Background: an optimization exercise with open tools, aiming at small area, a short achievable clock period and few clock cycles per item. Do not read the settings as production practice. Function was not checked in any run shown here: the RTL went through the layout flow alone. Power figures rest on the tool's default switching activity, not on a simulated workload.

`flow/design.v`:
```
`timescale 1ns/10ps
`timescale 1ns/10ps
`timescale 1ns/10ps
`timescale 1ns/10ps
`timescale 1ns/10ps
module fp_add_unit
(
  input  logic        clk_i,
  input  logic        rst_n_i,
  input  logic [31:0] op_a_i,
  input  logic [31:0] op_b_i,
  input  logic        op_i,
  input  logic        valid_i,
  output logic [35:0] result_o
);
  logic        sa, sb;
  logic [7:0]  ea, eb;
  logic        a_ge, e_lt;
  logic [7:0]  d_ab, d_ba, d;
  assign sa = op_a_i[31];
  assign sb = op_b_i[31] ^ op_i;
  assign ea = op_a_i[30:23];
  assign eb = op_b_i[30:23];
  assign a_ge = op_a_i[30:0] >= op_b_i[30:0];
  assign {e_lt, d_ab} = {1'b0, ea} - {1'b0, eb};
  assign d_ba         = eb - ea;
  assign d            = e_lt ? d_ba : d_ab;
  logic        v1q, sign1q, sub1q, age1q, ha1q, hb1q;
  logic [7:0]  e1q;
  logic [5:0]  d1q;
  logic [22:0] fa1q, fb1q;
  always_ff @(posedge clk_i) begin
    if (!rst_n_i) v1q <= 1'b0;
    else          v1q <= valid_i;
    sign1q <= a_ge ? sa : sb;
    sub1q  <= sa ^ sb;
    age1q  <= a_ge;
    e1q    <= e_lt ? eb : ea;
    d1q    <= (|d[7:6]) ? 6'h3F : d[5:0];
    ha1q   <= |ea;
    hb1q   <= |eb;
    fa1q   <= op_a_i[22:0];
    fb1q   <= op_b_i[22:0];
  end
  logic [23:0] mb, ms;
  logic [24:0] y2;
  logic        sticky2;
  assign mb = age1q ? {ha1q, fa1q} : {hb1q, fb1q};
  assign ms = age1q ? {hb1q, fb1q} : {ha1q, fa1q};
  assign y2 = (d1q > 6'd24) ? 25'd0 : ({ms, 1'b0} >> d1q[4:0]);
  always_comb begin
    sticky2 = 1'b0;
    for (int j = 0; j < 24; j++)
      if (ms[j] && (d1q >= 6'(j + 2)) && (d1q <= 6'(j + 24)))
        sticky2 = 1'b1;
  end
  logic        v2q, nan2q, sign2q, sub2q, cin2q;
  logic [7:0]  e2q;
  logic [23:0] mb2q;
  logic [24:0] y2q;
  always_ff @(posedge clk_i) begin
    if (!rst_n_i) v2q <= 1'b0;
    else          v2q <= v1q;
    nan2q  <= (&e1q) & ((|mb[22:0]) | ((d1q == 6'd0) & sub1q));
    sign2q <= sign1q;
    sub2q  <= sub1q;
    e2q    <= e1q;
    mb2q   <= mb;
    y2q    <= y2 ^ {25{sub1q}};
    cin2q  <= sub1q & ~sticky2;
  end
  logic [25:0] r3;
  assign r3 = {1'b0, mb2q, cin2q} + {sub2q, y2q};
  logic        v3q, nan3q, sign3q;
  logic [7:0]  e3q;
  logic [25:0] r3q;
  always_ff @(posedge clk_i) begin
    if (!rst_n_i) v3q <= 1'b0;
    else          v3q <= v2q;
    nan3q  <= nan2q;
    sign3q <= sign2q;
    e3q    <= e2q;
    r3q    <= r3;
  end
  logic [31:0] lzin;
  logic [4:0]  lz;
  logic        carry;
  logic [24:0] n0, n1, n2, n3, n4;
  assign lzin  = {r3q[24:0], 7'h7F};
  assign carry = r3q[25];
  always_comb begin
    logic [1:0] z2 [16];
    logic [2:0] z4 [8];
    logic [3:0] z8 [4];
    logic [4:0] z16 [2];
    for (int i = 0; i < 16; i++)
      z2[i] = lzin[2*i+1] ? 2'd0 : lzin[2*i] ? 2'd1 : 2'd2;
    for (int i = 0; i < 8; i++)
      z4[i] = z2[2*i+1][1] ? {z2[2*i][1], ~z2[2*i][1], z2[2*i][0]}
                           : {1'b0, z2[2*i+1]};
    for (int i = 0; i < 4; i++)
      z8[i] = z4[2*i+1][2] ? {z4[2*i][2], ~z4[2*i][2], z4[2*i][1:0]}
                           : {1'b0, z4[2*i+1]};
    for (int i = 0; i < 2; i++)
      z16[i] = z8[2*i+1][3] ? {z8[2*i][3], ~z8[2*i][3], z8[2*i][2:0]}
                            : {1'b0, z8[2*i+1]};
    lz = z16[1][4] ? {1'b1, z16[0][3:0]} : z16[1][4:0];
  end
  assign n0 = lz[4] ? {r3q[8:0], 16'd0} : r3q[24:0];
  assign n1 = lz[3] ? {n0[16:0], 8'd0} : n0;
  assign n2 = lz[2] ? {n1[20:0], 4'd0} : n1;
  assign n3 = lz[1] ? {n2[22:0], 2'd0} : n2;
  assign n4 = lz[0] ? {n3[23:0], 1'd0} : n3;
  logic        v4q, nan4q, sign4q, carry4q;
  logic [4:0]  lz4q;
  logic [7:0]  e4q;
  logic [22:0] f4q;
  always_ff @(posedge clk_i) begin
    if (!rst_n_i) v4q <= 1'b0;
    else          v4q <= v3q;
    nan4q   <= nan3q;
    sign4q  <= sign3q;
    carry4q <= carry;
    lz4q    <= lz;
    e4q     <= e3q;
    f4q     <= carry ? r3q[24:2] : n4[23:1];
  end
  logic        special, zero, ovf, unf;
  logic [7:0]  e5;
  logic [34:0] res;
  assign special = &e4q;
  assign zero    = ~carry4q & (lz4q == 5'd25);
  assign ovf     = carry4q & (e4q == 8'd254);
  assign unf     = ~carry4q & ({3'd0, lz4q} >= e4q);
  assign e5      = carry4q ? e4q + 8'd1 : e4q - {3'd0, lz4q};
  always_comb begin
    if (nan4q)
      res = {32'h7FC0_0000, 3'b001};
    else if (special)
      res = {sign4q, 8'hFF, 23'd0, 3'b000};
    else if (zero)
      res = {32'd0, 3'b000};
    else if (ovf)
      res = {sign4q, 8'hFF, 23'd0, 3'b100};
    else if (unf)
      res = {sign4q, 31'd0, 3'b010};
    else
      res = {sign4q, e5, f4q, 3'b000};
  end
  logic        v5q;
  logic [34:0] res5q;
  always_ff @(posedge clk_i) begin
    if (!rst_n_i) v5q <= 1'b0;
    else          v5q <= v4q;
    res5q <= res;
  end
  assign result_o = {v5q, res5q};
endmodule
```
`flow/flow/run.sh`:
```
#!/bin/bash
# The standard layout, with two changes passed to the ORFS scripts through
# their environment: port buffers are plain buffers instead of the resizer's
# default pick (a delay cell), and clock tree synthesis adds no dummy loads.
set -euo pipefail
export BUFFER_PORTS_ARGS="-buffer_cell sky130_fd_sc_hd__buf_2"
export CTS_ARGS="-sink_clustering_enable -repair_clock_nets -dont_use_dummy_load"
bash standard.sh > standard.log 2>&1
```
`flow/standard.sh`:
```
#!/bin/bash
# synth_recipe.tcl (not shown) runs the flow's synth.tcl, then flattens the netlist and writes it again
# the make line also repeats each setting of config.mk as NAME=value (left out here)
make -C /OpenROAD-flow-scripts/flow DESIGN_CONFIG=/design/flow/config.mk WORK_HOME=/design/flow/orfs CLKGATE_MAP_FILE= SYNTH_SCRIPT=/design/flow/synth_recipe.tcl "${@:-finish}"
```
`flow/config.mk`:
```
export PLATFORM = sky130hd
export DESIGN_NAME = fp_add_unit
export DESIGN_NICKNAME = fp_add_unit
export VERILOG_FILES = /design/flow/design.v
export SDC_FILE = /design/flow/constraint.sdc
export NUM_CORES = 4
export LEC_CHECK = 0
export ABC_CLOCK_PERIOD_IN_PS = 2800
export CAP_MARGIN = 20
export CORE_MARGIN = 2
export CORE_UTILIZATION = 40
export SETUP_SLACK_MARGIN = 2.7
export SLEW_MARGIN = 20
```
`flow/constraint.sdc`:
```
create_clock -name core_clock -period 5.5 [get_ports {clk_i}]
set_input_delay 1.1000 -clock core_clock [delete_from_list [all_inputs] [get_ports {clk_i}]]
set_output_delay 1.1000 -clock core_clock [all_outputs]
set_load 0.01 [all_outputs]
```
==> results of run 1 <==
==> per-layer routing <==
metal / global-route usage [%] / vias to the layer above
met5: 0 / -
met4: 6.39 / 0
met3: 2.38 / 76
met2: 29.4 / 276
met1: 23.8 / 4494
li1: - / 4921
==> critical path, stage by stage <==
cell and delay, ns:
buf_12 0.10, inv_12 0.03, ha_4 0.15, fa_2 0.33, nand3b_1 0.22, a21oi_2 0.24
nor2_4 0.10, mux2_4 0.33, a221o_1 0.34, or4_4 0.50, o211ai_4 0.12, o21ai_1 0.09
==> flip-flops by register name, summed over array words and instances (netlist names), 5 cells and up <==
register and cells:
fb1q 23, f4q 23, res5q 35, e1q 8, r3q 26, mb2q 24
e2q 8, fa1q 23, y2q 25, lz4q 5, e3q 8, e4q 8
d1q 6
==> repair_timing <==
| item | 4_1_cts | 5_1_grt |
|---|---|---|
| gates cloned | 1 | 0 |
| gates resized for setup | 23 | 25 |
| setup buffers | 10 | 12 |
| setup endpoints to repair | 45 | 65 |
| pin swaps | 17 | 8 |
| hold buffers | 0 | 0 |
==> power breakdown <==
part | internal [mW] | total [mW] | leakage [nW] | switching, mW
Combinational | 1.18 | 2.63 | 3.78 | 1.44
Clock | 0.851 | 1.46 | 0.333 | 0.606
Sequential | 2.20 | 2.62 | 2.03 | 0.413
==> layout make-up <==
class | count | area share [%]
inverters | 67 | 1.90
repair buffers | 139 | 5.76
flip-flops and latches | 241 | 33.6
clock buffers | 27 | 4.70
well taps | 396 | 3.45
multi-input cells | 947 | 50.6
==> per-stage QoR <==
| step | setup WS, ns | cell area, sq um | std cells | power [mW] |
|---|---|---|---|---|
| after CTS | 2.27 | 14200 | 1805 | 6.66 |
| after floorplan | 1.97 | 12500 | 1322 | 4.45 |
| final | 2.25 | 14400 | 1817 | 6.70 |
| after global placement | 1.37 | 13300 | 1767 | 5.12 |
| after detailed placement | 1.26 | 13300 | 1767 | 5.14 |
| after global routing | 2.14 | 14400 | 1817 | 7.13 |
==> cells in the final DEF, fill, tap and decap left out, drive strengths merged, types with 7 or more instances in the layout <==
cell type	count
clkbuf	28
nand2b	9
nor2	85
a31oi	12
a21o	24
nand2	100
nand3	14
o21ai	93
nand4	17
dfxtp	241
ha	70
a211oi	12
a2111oi	8
mux4	15
mux2	55
o22ai	8
and2	33
a22o	8
inv	64
mux2i	94
nor2b	12
xor2	19
o211ai	10
o31ai	7
xnor2	41
buf	138
a21oi	78
nor3	11
nor4	21
o21bai	11
==> cells by family (layout without fill, tap and decap cells) <==
| family | Yosys count | count (layout) |
|---|---|---|
| AOI/OAI and AO/OA | 314 | 314 |
| xor gates and xnor gates | 60 | 60 |
| adders and majority gates | 74 | 74 |
| buffers and inverters | 135 | 233 |
| DFF | 241 | 241 |
| muxes | 164 | 164 |
| and+or+nand+nor | 334 | 335 |
==> worst paths after layout <==
path,startpoint,to,slack [ns],cells after the start
setup / recovery,op_a_i[23],d1q[2],2.25,12
hold / removal,e3q[4],e4q[4],0.32,0
hold reg to reg,e3q[4],e4q[4],0.32,0
setup reg to reg,d1q[4],cin2q,2.73,7
==> results.yml, run 1 <==
final_layout:
  drive_above_1_share_pct: 19.8
  register_area_sq_mm: 0.00483
  final_nets: 1565
  area_growth_pct: 15.4
  n_antenna_cell: 0
  multi_input_comb_area_sq_mm: 0.00727
  fillers: 2948
  final_util_pct: 47.0
floorplan:
  core-area_sq_mm: 0.0306
  die_w_um: 180
  die_h_um: 180
  fp.dieArea_sq_mm: 0.0326
  rows: 64
  start_util_pct: 40.7
  ioPinCount: 104
yosys:
  syn_area_sq_mm: 0.0124
  synthArstFlopShare_pct: 0
  synth_top_cell_area_share_pct: 38.8
  ys_types: 81
  avgSynthCellArea_sq_um: 9.42
  synth_nets: 1464
  synth-simple-area-share_pct: 13.4
  synth_warnings: 5
  yosysTopAreaCell: "dfxtp_1"
  yosys.area_share.adder_pct: 7.68
  ys.flop_type: "dfxtp_1"
  synth_seq_cells: 241
  seq_area_frac_synth_pct: 38.8
  synth-xor-area-share_pct: 4.22
  synth-compound-area-share_pct: 16.1
  synthMuxAreaShare_pct: 15.3
  synth_most_common_cell: "dfxtp_1"
  synth_edf_count: 0
  synthTopCellsByArea: "dfxtp_1, mux2i_1, ha_1"
  synth_top_family_by_area: "compound AO/OA/AOI/OAI gates"
  syn_inst: 1322
  synth.top_cells.by_count: "dfxtp_1, nand2_1, mux2i_1"
critical_path:
  worstPathArrival_ns: 3.66
  cp-start-kind: "input port"
  crit_path_end_kind: "register"
  critPathKind: "in -> reg"
  critPathMaxFanout: 6
  critPathRequiredTime_ns: 5.91
clock_tree:
  cts_made_buffers: 27
  cts_tree: "yes"
  cts_sinks: 241
  cts_htree_levels: 1
  root_buffer: "clkbuf_16"
  clk_latency_ns: 0.52
  clkTransAtPathRegs_ns: 0.06
  clock_path_buffers: 3
placement:
  place_congestion: 0.968
  io_buffers: 103
  dp_hpwl_mm: 22.6
route:
  postRouteAntennaNets: 0
  wl_met2_mm: 14.1
  dr.max_layer_used: "met4"
  routed_via_density: 5.38
  first_pass_iters: 5
  wl_per_cell_um: 16.6
  wl_met1_mm: 13.8
  drt_iter0_markers: 698
  dr_total_vias: 9767
  drc: 0
  met3WireLength_mm: 1.21
  totalWireLength_mm: 30.2
sta:
  finalSetupViolCount: 0
  worstMarginPinSlew_ns: 0.654
  hold_violations: 0
  fin_worst_skew_ns: 0.0262
  max-slew-margin-rel_pct: 56.1
  fin_hold_ws_ns: 0.325
  maxSlewViolCount: 0
  post-route-period-util_pct: 59.1
  grt_setup_unrepaired: "yes"
  max_freq_ghz: 0.308
  finalSetupTns_ns: 0
  post-route-min-period_ns: 3.25
hold_path:
  hp-class: "reg -> reg"
pwr:
  leakagePower_nw: 6.14
  power.density_mw_per_mm2: 466
  peakVddDrop_mv: 0.253
job:
  maxCapViolCount: 0
grt:
  grt_max_degree: 54
  antenna_found_initial: 0
  grt_overflow_total: 0
  grtUsageTotal_pct: 17.8
  grt_first_pass_wirelength_mm: 48.4
  grt_pass1_vias: 9183
run_status:
  status: "no timing/DRC/antenna violations"
==> inputs of run 2 (changes only) <==
--- a/flow/design.v
+++ b/flow/design.v
@@ -25,9 +25,9 @@
   assign {e_lt, d_ab} = {1'b0, ea} - {1'b0, eb};
   assign d_ba         = eb - ea;
   assign d            = e_lt ? d_ba : d_ab;
-  logic        v1q, sign1q, sub1q, age1q, ha1q, hb1q;
+  logic        v1q, sign1q, sub1q, age1q, ha1q, hb1q, near1q, far1q;
   logic [7:0]  e1q;
-  logic [5:0]  d1q;
+  logic [4:0]  s1q;
   logic [22:0] fa1q, fb1q;
   always_ff @(posedge clk_i) begin
     if (!rst_n_i) v1q <= 1'b0;
@@ -36,7 +36,9 @@
     sub1q  <= sa ^ sb;
     age1q  <= a_ge;
     e1q    <= e_lt ? eb : ea;
-    d1q    <= (|d[7:6]) ? 6'h3F : d[5:0];
+    near1q <= d <= 8'd24;
+    far1q  <= d >= 8'd48;
+    s1q    <= (d <= 8'd24) ? d[4:0] : 5'(d - 8'd23);
     ha1q   <= |ea;
     hb1q   <= |eb;
     fa1q   <= op_a_i[22:0];
@@ -47,13 +49,21 @@
   logic        sticky2;
   assign mb = age1q ? {ha1q, fa1q} : {hb1q, fb1q};
   assign ms = age1q ? {hb1q, fb1q} : {ha1q, fa1q};
-  assign y2 = (d1q > 6'd24) ? 25'd0 : ({ms, 1'b0} >> d1q[4:0]);
-  always_comb begin
-    sticky2 = 1'b0;
-    for (int j = 0; j < 24; j++)
-      if (ms[j] && (d1q >= 6'(j + 2)) && (d1q <= 6'(j + 24)))
-        sticky2 = 1'b1;
-  end
+  logic [24:0] t0, t1, t2, t3, t4, t5;
+  logic [4:0]  out;
+  assign t0     = {ms, 1'b0};
+  assign out[4] = s1q[4] & |t0[15:0];
+  assign t1     = s1q[4] ? {16'd0, t0[24:16]} : t0;
+  assign out[3] = s1q[3] & |t1[7:0];
+  assign t2     = s1q[3] ? {8'd0, t1[24:8]} : t1;
+  assign out[2] = s1q[2] & |t2[3:0];
+  assign t3     = s1q[2] ? {4'd0, t2[24:4]} : t2;
+  assign out[1] = s1q[1] & |t3[1:0];
+  assign t4     = s1q[1] ? {2'd0, t3[24:2]} : t3;
+  assign out[0] = s1q[0] & t4[0];
+  assign t5     = s1q[0] ? {1'd0, t4[24:1]} : t4;
+  assign y2 = near1q ? t5 : 25'd0;
+  assign sticky2 = near1q ? |out : ~far1q & |t5;
   logic        v2q, nan2q, sign2q, sub2q, cin2q;
   logic [7:0]  e2q;
   logic [23:0] mb2q;
@@ -61,7 +71,7 @@
   always_ff @(posedge clk_i) begin
     if (!rst_n_i) v2q <= 1'b0;
     else          v2q <= v1q;
-    nan2q  <= (&e1q) & ((|mb[22:0]) | ((d1q == 6'd0) & sub1q));
+    nan2q  <= (&e1q) & ((|mb[22:0]) | ((s1q == 5'd0) & near1q & sub1q));
     sign2q <= sign1q;
     sub2q  <= sub1q;
     e2q    <= e1q;
@@ -125,14 +135,15 @@
     e4q     <= e3q;
     f4q     <= carry ? r3q[24:2] : n4[23:1];
   end
-  logic        special, zero, ovf, unf;
-  logic [7:0]  e5;
+  logic        special, zero, ovf, unf, bw;
+  logic [7:0]  e5, el;
   logic [34:0] res;
   assign special = &e4q;
   assign zero    = ~carry4q & (lz4q == 5'd25);
   assign ovf     = carry4q & (e4q == 8'd254);
-  assign unf     = ~carry4q & ({3'd0, lz4q} >= e4q);
-  assign e5      = carry4q ? e4q + 8'd1 : e4q - {3'd0, lz4q};
+  assign {bw, el} = {1'b0, e4q} - {4'd0, lz4q};
+  assign unf     = ~carry4q & (bw | (el == 8'd0));
+  assign e5      = carry4q ? e4q + 8'd1 : el;
   always_comb begin
     if (nan4q)
       res = {32'h7FC0_0000, 3'b001};
==> run 2 against run 1 <==
Effect of this change: final area is 6.4% higher; sequential power is 3% higher; global-route usage is 1.7 points higher; power is 14% higher; non-clock buffer count is 22 higher; maximum frequency is 13% higher; largest cell class unchanged; largest power group unchanged; clock skew is 0.0045 ns lower; sequential cell count is 1 higher; critical endpoint is now s1q[1]; combinational power is 34% higher; register-to-register slack better by 0.05 ns.
==> results.yml, run 2 <==
critical_path:
  r2r_slack_ns: 2.78
  critPathRequiredTime_ns: 5.90
  regToRegStartpoint: "e4q[0]"
  critPathMaxFanout: 5
  worstReg2RegEnd: "res5q[25]"
  worst-r2r-cell-count: 12
  crit_path_end_kind: "register"
  cp-start-kind: "input port"
  worstPathArrival_ns: 3.27
  critPathKind: "in -> reg"
route:
  wl_met1_mm: 14.5
  drc: 0
  routed_via_density: 5.50
  met3WireLength_mm: 1.46
  drt_iter0_markers: 715
  dr_total_vias: 10400
  first_pass_iters: 8
  wl_met2_mm: 16.0
  dr.max_layer_used: "met4"
  postRouteAntennaNets: 0
  wl_per_cell_um: 17.6
  totalWireLength_mm: 33.4
final_layout:
  largest_register_ffs: 35
  area_growth_pct: 20.7
  final_nets: 1644
  final_cell_mix: "dfxtp_1, buf_2, nand2_1"
  top_register: "res5q"
  drive_above_1_share_pct: 25.2
  reg_top3: "res5q x35, r3q x26, y2q x25"
  n_antenna_cell: 0
  final_common_cell: "dfxtp_1"
sta:
  post-route-min-period_ns: 2.87
  max-slew-margin-rel_pct: 32.7
  worstMarginPinSlew_ns: 0.994
  max_freq_ghz: 0.348
  grt_setup_unrepaired: "yes"
  post-route-period-util_pct: 52.2
  maxSlewViolCount: 0
  fin_worst_skew_ns: 0.0217
  finalSetupViolCount: 0
  finalSetupTns_ns: 0
  hold_violations: 0
  fin_hold_ws_ns: 0.324
hold_path:
  hp-class: "reg -> reg"
  min_path_cells: 0
  hp-start: "e3q[6]"
  min_to: "e4q[6]"
yosys:
  synth_top_cell_area_share_pct: 38.2
  synth_seq_cells: 242
  ys.flop_type: "dfxtp_1"
  synthArstFlopShare_pct: 0
  avgSynthCellArea_sq_um: 9.23
  synth_warnings: 5
  synth_nets: 1517
  seq_area_frac_synth_pct: 38.2
  synth_most_common_cell: "dfxtp_1"
  synth_edf_count: 0
  synth.top_cells.by_count: "dfxtp_1, nand2_1, inv_1"
  synthTopCellsByArea: "dfxtp_1, ha_1, mux2i_1"
  syn_inst: 1373
  ys_types: 81
  syn_area_sq_mm: 0.0127
  yosysTopAreaCell: "dfxtp_1"
floorplan:
  rows: 65
  start_util_pct: 40.4
  die_h_um: 182
  fp.dieArea_sq_mm: 0.0331
  ioPinCount: 104
  die_w_um: 182
  core-area_sq_mm: 0.0314
pwr:
  power.share.sequential_pct: 35.4
  p_clk_share_pct: 18.6
  swShare_pct: 39.2
  peakVddDrop_mv: 0.255
  leakagePower_nw: 6.40
  intPower_mw: 4.66
  p_comb_share_pct: 46.0
  power_switching_mw: 3.00
  power.density_mw_per_mm2: 501
placement:
  io_buffers: 103
  dp_hpwl_mm: 24.7
  place_congestion: 0.908
clock_tree:
  cts_htree_levels: 1
  cts_made_buffers: 26
  cts_tree: "yes"
  clk_latency_ns: 0.52
  clock_path_buffers: 3
  clkTransAtPathRegs_ns: 0.05
  root_buffer: "clkbuf_16"
  cts_sinks: 242
grt:
  grt_overflow_total: 0
  grt_max_degree: 37
  antenna_found_initial: 0
  grt_first_pass_wirelength_mm: 52.3
  grt_pass1_vias: 9859
  grtUsageTotal_pct: 19.5
job:
  maxCapViolCount: 0
run_status:
  status: "no timing/DRC/antenna violations"
[run 2: worst max-delay path by stage]
stage	from	end	slack, ns	cells past startpoint
final	op_b_i[29]	s1q[1]	2.63	11
after global routing	op_a_i[28]	s1q[1]	2.58	11
after CTS	op_a_i[23]	s1q[1]	2.61	13
after detailed placement	op_a_i[23]	s1q[1]	1.52	13
after global placement	op_a_i[23]	s1q[1]	1.55	13
after floorplan	op_a_i[23]	s1q[1]	2.31	12
[run 2: cell families (layout without fill, tap and decap cells)]
family                   Yosys count  after routing  share of synthesized area [%]
AO/OA/AOI/OAI                    330            333                           17.3
XOR/XNOR                          62             62                           4.29
adder cells (fa/ha/maj)           76             76                           7.74
buffers and inverters            157            279                           5.04
flip-flops                       242            242                           38.2
multiplexers                     122            122                           11.9
AND/OR/NAND/NOR                  384            384                           15.5
[run 2: final cells by class]
| class | count | area [sq um] |
|---|---|---|
| Timing Repair Buffer | 161 | 1050 |
| Multi-Input combinational cell | 977 | 7850 |
| Tap cell | 402 | 503 |
| Fill cell | 2963 | 16100 |
| Sequential cell | 242 | 4860 |
| Clock buffer | 26 | 651 |
| Inverter | 92 | 382 |
[run 2: timing repair]
action | in CTS | in global routing
resized for setup | 49 | 98
hold buffers | 0 | 0
endpoints found under the setup margin | 75 | 69
cloned | 2 | 1
pin swaps | 25 | 54
setup buffers | 16 | 34
[run 2: critical path, stage by stage]
cell and delay, ns:
buf_4 0.14, ha_4 0.29, nand4_1 0.20, buf_4 0.21, a21oi_4 0.20, o21ai_1 0.12, a21bo_1 0.23, a31oi_4 0.23
o22ai_4 0.13, nor2_4 0.14, mux2_4 0.31
[run 2: through the flow]
step | util, % | instance area (sq um) | setup WS [ns] | std cells | power (mW)
3_3_place_gp | 43.5 | 13600 | 1.55 | 1821 | 5.84
4_1_cts | 46.6 | 14600 | 2.61 | 1865 | 7.41
2_1_floorplan | - | 12900 | 2.31 | 1373 | 5.02
3_5_place_dp | 43.5 | 13600 | 1.52 | 1821 | 5.85
6_report | 48.7 | 15300 | 2.63 | 1900 | 7.66
5_1_grt | 48.7 | 15300 | 2.58 | 1900 | 8.17
[run 2: power by group through the flow]
| stage | Clock [mW] | Sequential, mW | Combinational (mW) |
|---|---|---|---|
| floorplan | 0 | 2.54 | 2.49 |
| global placement | 0 | 2.69 | 3.15 |
| detailed placement | 0 | 2.69 | 3.16 |
| CTS | 1.47 | 2.67 | 3.27 |
| global route | 1.53 | 2.76 | 3.88 |
| finish | 1.42 | 2.71 | 3.52 |
[run 2: layer usage]
metal	track usage (%)	vias to the layer above
li1	-	5198
met1	24.7	4843
met2	33.8	328
met3	2.21	80
met4	7.81	0
met5	0	-
==> inputs of run 3 (changes only) <==
--- a/flow/design.v
+++ b/flow/design.v
@@ -16,7 +16,9 @@
   logic        sa, sb;
   logic [7:0]  ea, eb;
   logic        a_ge, e_lt;
-  logic [7:0]  d_ab, d_ba, d;
+  logic [7:0]  d_ab, d_ba;
+  logic        near_ab, near_ba, far_ab, far_ba;
+  logic [4:0]  s_ab, s_ba;
   assign sa = op_a_i[31];
   assign sb = op_b_i[31] ^ op_i;
   assign ea = op_a_i[30:23];
@@ -24,7 +26,12 @@
   assign a_ge = op_a_i[30:0] >= op_b_i[30:0];
   assign {e_lt, d_ab} = {1'b0, ea} - {1'b0, eb};
   assign d_ba         = eb - ea;
-  assign d            = e_lt ? d_ba : d_ab;
+  assign near_ab = d_ab <= 8'd24;
+  assign near_ba = d_ba <= 8'd24;
+  assign far_ab  = d_ab >= 8'd48;
+  assign far_ba  = d_ba >= 8'd48;
+  assign s_ab    = near_ab ? d_ab[4:0] : d_ab[4:0] + 5'd9;
+  assign s_ba    = near_ba ? d_ba[4:0] : d_ba[4:0] + 5'd9;
   logic        v1q, sign1q, sub1q, age1q, ha1q, hb1q, near1q, far1q;
   logic [7:0]  e1q;
   logic [4:0]  s1q;
@@ -36,9 +43,9 @@
     sub1q  <= sa ^ sb;
     age1q  <= a_ge;
     e1q    <= e_lt ? eb : ea;
-    near1q <= d <= 8'd24;
-    far1q  <= d >= 8'd48;
-    s1q    <= (d <= 8'd24) ? d[4:0] : 5'(d - 8'd23);
+    near1q <= e_lt ? near_ba : near_ab;
+    far1q  <= e_lt ? far_ba : far_ab;
+    s1q    <= e_lt ? s_ba : s_ab;
     ha1q   <= |ea;
     hb1q   <= |eb;
     fa1q   <= op_a_i[22:0];
==> run 3 against run 2 <==
Effect of this change: still clean; synthesized area increased by 2.5%; non-clock buffer count decreased by 10; routed wire length increased by 0.97%; first-iteration DRC count increased by 2.4%; clock power about the same; hold slack got worse by 0.011 ns; synthesized cell count increased by 0.80%; setup slack got worse by 0.055 ns; highest routed layer unchanged.
==> results.yml, run 3 <==
run_status:
  status: "no timing/DRC/antenna violations"
route:
  wl_per_cell_um: 17.4
  dr_total_vias: 10600
  wl_met1_mm: 15.1
  drc: 0
  postRouteAntennaNets: 0
  routed_via_density: 5.50
  totalWireLength_mm: 33.7
  first_pass_iters: 5
  dr.max_layer_used: "met4"
  drt_iter0_markers: 732
  wl_met2_mm: 16.0
  met3WireLength_mm: 1.64
critical_path:
  crit_start: "op_a_i[24]"
  critical_path.top_delay_family: "compound AO/OA/AOI/OAI gates"
  crit_buf_inv: 3
  critPathMaxFanout: 5
  critPathRequiredTime_ns: 5.96
  cp.depth: 12
  crit_slowest_cell: "or4_4"
  slowest_delay_ns: 0.42
  crit_path_end_kind: "register"
  worstReg2RegEnd: "cin2q"
  worst-r2r-cell-count: 9
  worstPathArrival_ns: 3.39
  crit_path_end: "s1q[4]"
  r2r_slack_ns: 2.65
  critPathKind: "in -> reg"
  regToRegStartpoint: "age1q"
  cp-start-kind: "input port"
  cp_cell_sequence: "buf_12 > inv_12 > ha_4 > nor2b_4 > o21a_1 > o21a_1 > or4_4 > a211o_1 > a21o_1 > buf_4 > a21o_1 > nand3b_1"
yosys:
  synth_most_common_cell: "dfxtp_1"
  avgSynthCellArea_sq_um: 9.38
  yosysTopAreaCell: "dfxtp_1"
  synth_warnings: 5
  synth_nets: 1531
  synthTopCellsByArea: "dfxtp_1, ha_1, mux2_2"
  syn_inst: 1384
  synthArstFlopShare_pct: 0
  synth_edf_count: 0
  ys.flop_type: "dfxtp_1"
  syn_area_sq_mm: 0.0130
  synth.top_cells.by_count: "dfxtp_1, nand2_1, nor2_1"
  seq_area_frac_synth_pct: 37.3
  synth_seq_cells: 242
  synth_top_cell_area_share_pct: 37.3
  ys_types: 87
floorplan:
  rows: 65
  ioPinCount: 104
  fp.dieArea_sq_mm: 0.0339
  die_w_um: 184
  die_h_um: 184
  core-area_sq_mm: 0.0318
  start_util_pct: 40.8
sta:
  grt_setup_unrepaired: "yes"
  worstMarginPinSlew_ns: 0.782
  fin_ws_ns: 2.57
  post-route-period-util_pct: 53.2
  max-slew-margin-rel_pct: 47.8
  maxSlewViolCount: 0
  finalSetupTns_ns: 0
  fin_worst_skew_ns: 0.0294
  finalSetupViolCount: 0
  post-route-min-period_ns: 2.93
  hold_violations: 0
  max_freq_ghz: 0.342
clock_tree:
  root_buffer: "clkbuf_16"
  ctsHoldBuffers: 0
  clock_path_buffers: 3
  cts_sinks: 242
  cts_htree_levels: 1
  clkTransAtPathRegs_ns: 0.06
  cts_made_buffers: 26
  clk_latency_ns: 0.53
  cts_tree: "yes"
pwr:
  peakVddDrop_mv: 0.242
  power.share.sequential_pct: 35.9
  power.density_mw_per_mm2: 485
  power_switching_mw: 2.82
  p_comb_share_pct: 44.9
  intPower_mw: 4.63
  swShare_pct: 37.8
  p_clk_share_pct: 19.2
  leakagePower_nw: 6.46
final_layout:
  final_cell_mix: "dfxtp_1, buf_2, nand2_1"
  top_register: "res5q"
  n_antenna_cell: 0
  final_common_cell: "dfxtp_1"
  largest_register_ffs: 35
  final_nets: 1647
  fillers: 2990
  area_growth_pct: 18.4
  drive_above_1_share_pct: 25.0
  reg_top3: "res5q x35, r3q x26, y2q x25"
grt:
  antenna_found_initial: 0
  grt_pass1_vias: 10100
  grt_first_pass_wirelength_mm: 53.3
  grtUsageTotal_pct: 19.5
  grt_overflow_total: 0
  grt_max_degree: 47
hold_path:
  min_path_cells: 0
  hp-class: "reg -> reg"
placement:
  pre_cts_ws_ns: 1.90
  dp_hpwl_mm: 24.5
  place_congestion: 0.920
  io_buffers: 103
job:
  maxCapViolCount: 0
## run 3: cell families after synthesis
| logic type | synth area share [%] |
|---|---|
| AND/OR/NAND/NOR | 15.6 |
| XOR/XNOR | 4.38 |
| AO/OA/AOI/OAI | 16.9 |
| multiplexers | 13.2 |
| flip-flops | 37.3 |
| adder cells (fa/ha/maj) | 7.84 |
| buffers and inverters | 4.88 |
## run 3: layout make-up
class | instances | area (sq um) | share of cell area (%)
clock buffers | 26 | 651 | 4.23
inverters | 83 | 340 | 2.21
multi-input cells | 996 | 8030 | 52.2
flip-flops and latches | 242 | 4860 | 31.6
well taps | 435 | 544 | 3.54
repair buffers | 151 | 948 | 6.17
## run 3: timing repair
action	4_1_cts	5_1_grt
setup buffers	14	22
pin swaps	18	53
hold endpoints to repair	0	0
cloned	2	1
endpoints found under the setup margin	72	63
gates resized for setup	46	83
## run 3: metrics by stage
step | total power, mW | std cells | hold slack [ns] | utilization [%] | cell area [sq um]
floorplan | 4.97 | 1384 | 0.310 | - | 13100
global placement | 5.73 | 1868 | 0.314 | 43.8 | 13900
detailed placement | 5.74 | 1868 | 0.313 | 43.8 | 13900
CTS | 7.29 | 1910 | 0.314 | 46.8 | 14900
global route | 7.96 | 1933 | 0.312 | 48.3 | 15400
finish | 7.45 | 1933 | 0.313 | 48.3 | 15400
## run 3: power groups by stage
stage	combinational, mW	sequential [mW]	clock, mW
final	3.35	2.67	1.43
after global routing	3.70	2.73	1.54
after CTS	3.17	2.65	1.47
after detailed placement	3.07	2.67	0
after global placement	3.06	2.67	0
after floorplan	2.45	2.52	0
## run 3: worst min-delay path by stage
stage           start      to  slack [ns]
3_3_place_gp   e2q[3]  e3q[3]        0.31
5_1_grt        sign2q  sign3q        0.31
6_report       sign2q  sign3q        0.31
4_1_cts        sign2q  sign3q        0.31
2_1_floorplan  e2q[0]  e3q[0]        0.31
3_5_place_dp   e3q[0]  e4q[0]        0.31
## run 3: per-layer routing
layer  vias up  GRT usage (%)
met5         -              0
met1      4983           25.4
met3        72           2.79
li1       5232              -
met4         0           6.78
met2       336           33.0

## port drivers added, routing unchanged
The results above use ideal ports. As a check the final layouts listed here were re-extracted and re-timed, cells and wires unchanged.
Step 1 (the two cells are an assumption about what drives the block):
set clk [get_ports {clk_i}]
set_driving_cell -lib_cell sky130_fd_sc_hd__clkbuf_16 $clk
set_driving_cell -lib_cell sky130_fd_sc_hd__buf_2 [delete_from_list [all_inputs] $clk]
Step 2 also shifts input and output timing later by t, the mid clock arrival at the registers, as if the neighbouring blocks saw the same clock.
Slacks: no drivers / after step 1 / after step 2; pairs: no drivers / after step 1.
run	t, ns	setup slack, ns	hold WS [ns]	worst setup path after step 2	worst slew at a driven data input, ns
run 1	0.558	2.252 / 2.227 / 1.669	0.325 / 0.325 / 0.325	input to register	0.07
run 2	0.560	2.627 / 2.632 / 2.072	0.324 / 0.324 / 0.324	input to register	0.06
run 3	0.561	2.572 / 2.545 / 1.983	0.313 / 0.313 / 0.313	input to register	0.07
After both steps setup and hold are still met in every run listed. For run 3, which loses most, drivers alone change the setup slack by -0.027 ns; drivers and shift together by -0.589 ns.
